Background: an optimization exercise with open tools, aiming at small area and a short achievable clock period. Do not read the settings as production practice.
Power figures rest on the tool's default switching activity, not on a simulated workload.

==> flow/design.v <==
package sync_fifo_pkg;
    localparam int DEF_WIDTH = 32;
    localparam int DEF_DEPTH = 64;
    localparam int PTR_ADDR_W = 32;
    typedef struct packed {
        logic                  wrap;
        logic [PTR_ADDR_W-1:0] addr;
    } fifo_ptr_t;
    function automatic int clog2(input int unsigned n);
        int r;
        r = 0;
        for (int i = 0; i < 32; i++) begin
            if (((n - 32'd1) >> i) != 32'd0) begin
                r = i + 1;
            end
        end
        clog2 = r;
    endfunction
    function automatic fifo_ptr_t ptr_inc(input fifo_ptr_t p, input int unsigned depth);
        fifo_ptr_t n;
        n = p;
        if (p.addr == (depth - 32'd1)) begin
            n.addr = '0;
            n.wrap = ~p.wrap;
        end else begin
            n.addr = p.addr + 32'd1;
        end
        ptr_inc = n;
    endfunction
endpackage
module sync_fifo_ram #(
    parameter int WIDTH = 32,
    parameter int DEPTH = 64,
    parameter int LO    = 8,
    parameter int HI    = 8
) (
    input  logic             clk_i,
    input  logic             rst_i,
    input  logic             we_i,
    input  logic [HI-1:0]    whi_i,
    input  logic [LO-1:0]    wlo_i,
    input  logic [WIDTH-1:0] wdata_i,
    input  logic             re_i,
    input  logic [DEPTH-1:0] rsel_lo_i,
    input  logic [DEPTH-1:0] rsel_hi_i,
    output logic [WIDTH-1:0] rdata_o
);
    logic [WIDTH-1:0] mem_q [DEPTH];
    logic [WIDTH-1:0] rmux;
    logic [WIDTH-1:0] rdata_q;
    for (genvar i = 0; i < DEPTH; i++) begin : g_word
        always_ff @(posedge clk_i) begin
            if (we_i && whi_i[i / LO] && wlo_i[i % LO]) begin
                mem_q[i] <= wdata_i;
            end
        end
    end
    localparam int GW = 8;
    localparam int NG = DEPTH / GW;
    logic [WIDTH-1:0] grp [NG];
    localparam int HW = WIDTH / 2;
    for (genvar g = 0; g < NG; g++) begin : g_rgrp
        logic [GW*HW-1:0]           words_lo;
        logic [GW*(WIDTH-HW)-1:0]   words_hi;
        for (genvar k = 0; k < GW; k++) begin : g_w
            assign words_lo[k*HW +: HW]                 = mem_q[g*GW + k][HW-1:0];
            assign words_hi[k*(WIDTH-HW) +: WIDTH-HW]   = mem_q[g*GW + k][WIDTH-1:HW];
        end
        sync_fifo_rgrp #(
            .WIDTH (HW),
            .N     (GW)
        ) u_rgrp_lo (
            .sel_i   (rsel_lo_i[g*GW +: GW]),
            .words_i (words_lo),
            .or_o    (grp[g][HW-1:0])
        );
        sync_fifo_rgrp #(
            .WIDTH (WIDTH - HW),
            .N     (GW)
        ) u_rgrp_hi (
            .sel_i   (rsel_hi_i[g*GW +: GW]),
            .words_i (words_hi),
            .or_o    (grp[g][WIDTH-1:HW])
        );
    end
    logic [NG*WIDTH-1:0] grp_flat;
    for (genvar g = 0; g < NG; g++) begin : g_flat
        assign grp_flat[g*WIDTH +: WIDTH] = grp[g];
    end
    always_ff @(posedge clk_i or posedge rst_i) begin
        if (rst_i) begin
            rdata_q <= '0;
        end else if (re_i) begin
            rdata_q <= rmux;
        end
    end
    sync_fifo_ror #(
        .WIDTH (WIDTH),
        .N     (NG)
    ) u_ror (
        .grp_i (grp_flat),
        .or_o  (rmux)
    );
    assign rdata_o = rdata_q;
endmodule
module sync_fifo_rgrp #(
    parameter int WIDTH = 32,
    parameter int N     = 8
) (
    input  logic [N-1:0]       sel_i,
    input  logic [N*WIDTH-1:0] words_i,
    output logic [WIDTH-1:0]   or_o
);
    for (genvar b = 0; b < WIDTH; b++) begin : g_bit
        logic [N-1:0] col;
        for (genvar k = 0; k < N; k++) begin : g_k
            assign col[k] = words_i[k*WIDTH + b];
        end
        assign or_o[b] = |(col & sel_i);
    end
endmodule
module sync_fifo_ror #(
    parameter int WIDTH = 32,
    parameter int N     = 8
) (
    input  logic [N*WIDTH-1:0] grp_i,
    output logic [WIDTH-1:0]   or_o
);
    for (genvar b = 0; b < WIDTH; b++) begin : g_bit
        logic [N-1:0] col;
        for (genvar k = 0; k < N; k++) begin : g_k
            assign col[k] = grp_i[k*WIDTH + b];
        end
        assign or_o[b] = |col;
    end
endmodule
module sync_fifo #(
    parameter int WIDTH     = sync_fifo_pkg::DEF_WIDTH,
    parameter int DEPTH     = sync_fifo_pkg::DEF_DEPTH,
    parameter int AFULL_TH  = DEPTH - 4,
    parameter int AEMPTY_TH = 4
) (
    input  logic                       clk,
    input  logic                       m_rst,
    input  logic                       w_valid,
    input  logic [WIDTH-1:0]           w_data,
    output logic                       w_ready,
    input  logic                       r_valid,
    output logic [WIDTH-1:0]           r_data,
    output logic                       r_data_valid,
    output logic                       full,
    output logic                       empty,
    output logic                       almost_full,
    output logic                       almost_empty,
    output logic [sync_fifo_pkg::clog2(DEPTH):0]      level,
    output logic                       overflow,
    output logic                       underflow
);
    localparam int AW = sync_fifo_pkg::clog2(DEPTH);
    localparam int LO = 1 << (AW / 2);
    localparam int HI = DEPTH / LO;
    logic [LO-1:0] wr_lo_q;
    logic [HI-1:0] wr_hi_q;
    logic [HI-1:0] wr_hi_ok_q;
    logic [HI-1:0] wr_hi_d;
    logic          full_d;
    logic [DEPTH-1:0] rd_sel_lo;
    logic [DEPTH-1:0] rd_sel_hi;
    logic [AW:0]   level_q;
    logic          full_q;
    logic          nempty_q;
    logic          afull_q;
    logic          naempty_q;
    logic          overflow_q;
    logic          underflow_q;
    logic          rvalid_q;
    logic          wr_acc;
    logic          rd_acc;
    logic          inc;
    logic          dec;
    logic [AW:0]   level_p1;
    logic [AW:0]   level_m1;
    assign wr_acc = w_valid && !full_q;
    assign rd_acc = r_valid && nempty_q;
    assign inc    = wr_acc && !rd_acc;
    assign dec    = rd_acc && !wr_acc;
    assign level_p1 = level_q + 1'b1;
    assign level_m1 = level_q - 1'b1;
    assign wr_hi_d = (wr_acc && wr_lo_q[LO-1]) ? {wr_hi_q[HI-2:0], wr_hi_q[HI-1]} : wr_hi_q;
    assign full_d  = inc ? (level_p1 == (AW + 1)'(DEPTH)) : (dec ? 1'b0 : full_q);
    always_ff @(posedge clk or posedge m_rst) begin
        if (m_rst) begin
            wr_lo_q     <= LO'(1);
            wr_hi_q     <= HI'(1);
            wr_hi_ok_q  <= HI'(1);
            level_q     <= '0;
            full_q      <= 1'b0;
            nempty_q    <= 1'b0;
            afull_q     <= 1'b0;
            naempty_q   <= 1'b0;
            overflow_q  <= 1'b0;
            underflow_q <= 1'b0;
            rvalid_q    <= 1'b0;
        end else begin
            if (wr_acc) wr_lo_q <= {wr_lo_q[LO-2:0], wr_lo_q[LO-1]};
            wr_hi_q    <= wr_hi_d;
            wr_hi_ok_q <= full_d ? '0 : wr_hi_d;
            full_q     <= full_d;
            if (inc) begin
                level_q  <= level_p1;
                nempty_q <= 1'b1;
                afull_q  <= (level_p1 >= (AW + 1)'(AFULL_TH));
                naempty_q <= !(level_p1 <= (AW + 1)'(AEMPTY_TH));
            end else if (dec) begin
                level_q  <= level_m1;
                nempty_q <= (level_m1 != '0);
                afull_q  <= (level_m1 >= (AW + 1)'(AFULL_TH));
                naempty_q <= !(level_m1 <= (AW + 1)'(AEMPTY_TH));
            end
            overflow_q  <= w_valid && full_q;
            underflow_q <= r_valid && !nempty_q;
            rvalid_q    <= rd_acc;
        end
    end
    sync_fifo_rptr #(.DEPTH(DEPTH)) u_rptr_lo (
        .clk_i (clk),
        .rst_i (m_rst),
        .adv_i (rd_acc),
        .sel_o (rd_sel_lo)
    );
    sync_fifo_rptr #(.DEPTH(DEPTH)) u_rptr_hi (
        .clk_i (clk),
        .rst_i (m_rst),
        .adv_i (rd_acc),
        .sel_o (rd_sel_hi)
    );
    sync_fifo_ram #(
        .WIDTH (WIDTH),
        .DEPTH (DEPTH),
        .LO    (LO),
        .HI    (HI)
    ) u_ram (
        .clk_i   (clk),
        .rst_i   (m_rst),
        .we_i    (w_valid),
        .whi_i   (wr_hi_ok_q),
        .wlo_i   (wr_lo_q),
        .wdata_i (w_data),
        .re_i    (rd_acc),
        .rsel_lo_i (rd_sel_lo),
        .rsel_hi_i (rd_sel_hi),
        .rdata_o (r_data)
    );
    assign w_ready      = !full_q;
    assign full         = full_q;
    assign empty        = !nempty_q;
    assign level        = level_q;
    assign almost_full  = afull_q;
    assign almost_empty = !naempty_q;
    assign overflow     = overflow_q;
    assign underflow    = underflow_q;
    assign r_data_valid = rvalid_q;
endmodule
module sync_fifo_rptr #(
    parameter int DEPTH = 64
) (
    input  logic             clk_i,
    input  logic             rst_i,
    input  logic             adv_i,
    output logic [DEPTH-1:0] sel_o
);
    logic [DEPTH-1:0] sel_q;
    always_ff @(posedge clk_i or posedge rst_i) begin
        if (rst_i) begin
            sel_q <= DEPTH'(1);
        end else if (adv_i) begin
            sel_q <= {sel_q[DEPTH-2:0], sel_q[DEPTH-1]};
        end
    end
    assign sel_o = sel_q;
endmodule
Settings: LEC_CHECK=0, CAP_MARGIN=20, CORE_MARGIN=2, CORE_UTILIZATION=55, SETUP_SLACK_MARGIN=2.5, SLEW_MARGIN=20, SYNTH_HIERARCHICAL=1, SYNTH_MINIMUM_KEEP_SIZE=0, TNS_END_PERCENT=10; clock period 4.5 ns.
standard.sh (not shown) runs the stock make flow with config.mk's settings and CLKGATE_MAP_FILE= SYNTH_SCRIPT=/design/flow/synth_recipe.tcl, a recipe that flattens the netlist after the stock synthesis.
==> flow/flow/run.sh <==
#!/bin/bash
# Standard layout (the standard.sh) with two changes:
#  - flow/move.tcl runs before detailed placement: each port buffer is resized
#    to a stronger buffer, and each register that drives an output port (with
#    any inverter between them) is moved next to that port's output buffer;
#    detailed placement then legalises them as usual.
#  - clock tree synthesis clusters up to 25 sinks within 100 um per leaf buffer
#    and inserts no dummy loads.
set -euo pipefail
W=$(pwd)
bash standard.sh \
  PRE_DETAIL_PLACE_TCL="$W/flow/move.tcl" \
  "CTS_ARGS=-sink_clustering_enable -repair_clock_nets -sink_clustering_size 25 -sink_clustering_max_diameter 100 -dont_use_dummy_load" \
  finish > "$W/standard_flow.log" 2>&1
Other scripts of this flow, unchanged in this note and not shown: flow/flow/move.tcl
==> next run, changes <==
--- a/flow/design.v
+++ b/flow/design.v
@@ -124,18 +124,38 @@
     parameter int N     = 8
 ) (
     input  logic [N*WIDTH-1:0] grp_i,
     output logic [WIDTH-1:0]   or_o
 );
     for (genvar b = 0; b < WIDTH; b++) begin : g_bit
-        logic [N-1:0] col;
-        for (genvar k = 0; k < N; k++) begin : g_k
-            assign col[k] = grp_i[k*WIDTH + b];
-        end
-        assign or_o[b] = |col;
-    end
+        logic [N/2-1:0] pair_n;
+        for (genvar k = 0; k < N / 2; k++) begin : g_pair
+            sync_fifo_nor2 u_nor (
+                .a_i (grp_i[(2*k)*WIDTH + b]),
+                .b_i (grp_i[(2*k+1)*WIDTH + b]),
+                .y_o (pair_n[k])
+            );
+        end
+        sync_fifo_nand4 u_nand (
+            .a_i (pair_n),
+            .y_o (or_o[b])
+        );
+    end
+endmodule
+module sync_fifo_nor2 (
+    input  logic a_i,
+    input  logic b_i,
+    output logic y_o
+);
+    assign y_o = ~(a_i | b_i);
+endmodule
+module sync_fifo_nand4 (
+    input  logic [3:0] a_i,
+    output logic       y_o
+);
+    assign y_o = ~(&a_i);
 endmodule
 module sync_fifo #(
     parameter int WIDTH     = sync_fifo_pkg::DEF_WIDTH,
     parameter int DEPTH     = sync_fifo_pkg::DEF_DEPTH,
     parameter int AFULL_TH  = DEPTH - 4,
     parameter int AEMPTY_TH = 4
Core utilization is lower by 1.2 points.
Total power is higher by 0.47%.
First-iteration DRC count is lower by 0.83%.
Setup slack is worse by 0.032 ns.
Critical path depth does not change.
Combinational power is higher by about 4%.
Clock skew is higher by 0.037 ns.
Synthesized area barely changes.
Flip-flop and latch count is unchanged.
Global-route usage is higher by 1.7 points.
Clock power barely changes.
No functional check of the RTL was part of any run of this note.

==> afterwards: timing with drivers on the ports <==
How much do the figures lean on ideal ports? The routed layouts below were timed once more, with nothing changed but the port constraints.
Step 1 sets driving cells, clkbuf_16 on the clock port and buf_2 on the other inputs (assumed; they add their load-dependent delay and slew).
Step 2 also shifts input and output timing later by t, the mid clock arrival at the registers, as if the neighbouring blocks saw the same clock.
Three values: no drivers, after step 1, after step 2; two values: the first two.
run | t (ns) | setup slack, ns | worst setup path after step 2 | worst data-port slew with drivers (ns)
the first run | 0.812 | 2.118 / 2.118 / 1.863 | input to register | 0.08
the second run | 0.816 | 2.085 / 2.085 / 1.766 | input to register | 0.07
After both steps every run listed still meets setup and hold. The setup slack of the second run, which loses most, moves by 0.000 ns with the drivers and by -0.319 ns with both steps.
